Source: an optimization exercise on an open RTL-to-GDS flow (aim: small area, a short achievable clock period and few clock cycles). Production flows keep margins and buffers that such runs may drop.
At most, simulation tests tie the RTL to the original design; equivalence was not proved.
No activity file was given, so power comes from the tool's default toggle rates.

==> run a <==
## sprite_frame_animator
module sprite_frame_animator (
    input  wire logic        i_clk,
    input  wire logic        i_rst_n,
    input  wire logic        i_in_valid,
    output logic             o_in_stall,
    input  wire logic [49:0] i_in_data,
    output logic             o_out_valid,
    input  wire logic        i_out_stall,
    output logic [90:0]      o_out_data,
    input  wire logic        i_cfg_valid,
    output logic             o_cfg_ready,
    input  wire logic [2:0]  i_cfg_index,
    input  wire logic [15:0] i_cfg_data
);
    localparam logic [1:0] ACT_BEGIN  = 2'd0;
    localparam logic [1:0] ACT_UPDATE = 2'd1;
    localparam logic [1:0] ACT_PIXEL  = 2'd2;
    localparam logic [1:0] KIND_CLEAR = 2'd0;
    localparam logic [1:0] KIND_FETCH = 2'd1;
    localparam logic [1:0] KIND_FILL  = 2'd2;
    localparam logic [2:0] REG_POS_X       = 3'd0;
    localparam logic [2:0] REG_POS_Y       = 3'd1;
    localparam logic [2:0] REG_PIXEL_SCALE = 3'd2;
    localparam logic [2:0] REG_SPRITE_W    = 3'd3;
    localparam logic [2:0] REG_SPRITE_H    = 3'd4;
    localparam logic [2:0] REG_FRAME_TOTAL = 3'd5;
    localparam logic [2:0] REG_INTERVAL    = 3'd6;
    localparam logic [2:0] REG_COLOR_KEY   = 3'd7;
    localparam logic [2:0] S_IDLE  = 3'd0;
    localparam logic [2:0] S_FETCH = 3'd1;
  ...
==> flow/config.mk <==
export PLATFORM = sky130hd
export DESIGN_NAME = sprite_frame_animator
export DESIGN_NICKNAME = sprite_frame_animator
export VERILOG_FILES = /design/flow/design.v
export SDC_FILE = /design/flow/constraint.sdc
export NUM_CORES = 4
export LEC_CHECK = 0
export ABC_CLOCK_PERIOD_IN_PS = 3000
export CAP_MARGIN = 20
export CORE_MARGIN = 2
export CORE_UTILIZATION = 40
export SLEW_MARGIN = 20
==> flow/constraint.sdc <==
create_clock -name core_clock -period 6.5 [get_ports {i_clk}]
set_input_delay 1.3000 -clock core_clock [delete_from_list [all_inputs] [get_ports {i_clk}]]
set_output_delay 1.3000 -clock core_clock [all_outputs]
set_load 0.01 [all_outputs]
run.sh (not shown) runs the stock make flow with config.mk's settings and CLKGATE_MAP_FILE= SYNTH_SCRIPT=/design/flow/synth_recipe.tcl, a recipe that flattens the netlist after the stock synthesis.
==> run b: changes against run a <==
Settings changed: SETUP_SLACK_MARGIN set to 3.0.
==> run c: changes against run a <==
Settings changed: ABC_CLOCK_PERIOD_IN_PS 3000 to not set.
==> results.txt <==
Run b went through all stages and came out clean. Run a completed without violations. Run c completed without violations.
Between run a and run b, the lower clock skew is in run a (gap 0.0082 ns).
Between run b and run c, the lower first-iteration DRC count is in run b (gap 11%, measured against run c).
Against run b, the worst hold slack of run a is worse by 0.0011 ns.
Against run c, the design area of run b is larger by about 6%.
In maximum frequency, run a and run c do not differ.
In run a the worst setup slack is lower than in run b, by 0.65 ns.
In final cell count, run c and run a do not differ.
Area after synthesis is the same in run a and run b.
Against run b, the non-clock buffer count of run a is lower by 40.
Testbench counts of run a, summed over its fixed seeds: cycles 44,237.
Testbench counts of run b, summed over its fixed seeds: cycles 44,237.
Testbench counts of run c, summed over its fixed seeds: cycles 44,237.

========
==> inputs of build 44 <==
sprite_frame_animator, a different RTL version from the one above (not shown whole).
make LEC_CHECK=0 ABC_AREA=1 CAP_MARGIN=20 CORE_MARGIN=2 CORE_UTILIZATION=40 SETUP_SLACK_MARGIN=3.5 SLEW_MARGIN=20 finish   # period 6.5 ns
==> build 59 (differences from build 44) <==
--- a/flow/config.mk
+++ b/flow/config.mk
@@ -5,7 +5,6 @@
 export SDC_FILE = /design/flow/constraint.sdc
 export NUM_CORES = 4
 export LEC_CHECK = 0
-export ABC_AREA = 1
 export CAP_MARGIN = 20
 export CORE_MARGIN = 2
 export CORE_UTILIZATION = 40
==> summary of the runs <==
In build 59 the setup slack is worse than in build 44, by 0.46 ns. Build 44 ran to the end with no violations. Build 59 completed with no timing, DRC or antenna violations. In build 44 the clock power is smaller than in build 59, by 12%. Between build 59 and build 44, the lower maximum frequency is in build 59 (gap about 13%, measured against build 44). Against build 44, the global-route usage of build 59 is lower by 0.33 points. Between build 44 and build 59, the lower final cell count is in build 59 (gap about 11%, measured against build 59). Against build 44, the total power of build 59 is smaller by about 8%.
No run of this note included a check of the RTL's function; only the layout flow was run.

[re-timing with driven ports]
The flow's constraints put no driver on any port. The routed layouts listed below were extracted and timed again, unchanged, in two steps. Step 1 sets driving cells, clkbuf_16 on the clock port and buf_2 on the other inputs (assumed; they add their load-dependent delay and slew). Step 2, shift: input delay + t, output delay - t, t = (earliest + latest rising clock arrival at the registers) / 2. This alone moves slack from input paths to output paths. Slacks: no drivers / after step 1 / after step 2; pairs: no drivers / after step 1.
run	shift t [ns]	setup WS [ns]	worst setup path at the end	worst data-port slew with drivers (ns)
run a	0.604	0.408 / 0.440 / -0.164	input to register	0.06
run b	0.633	1.055 / 1.078 / 0.445	input to register	0.07
run c	0.604	0.408 / 0.440 / -0.164	input to register	0.06
build 44	0.623	3.326 / 3.272 / 2.859	input to register	0.08
build 59	0.577	2.863 / 2.877 / 2.300	input to register	0.09
Met with ideal ports but missed after step 2: setup timing in run a and run c. The setup slack of run b, which loses most, moves by +0.023 ns with the drivers and by -0.610 ns with both steps.
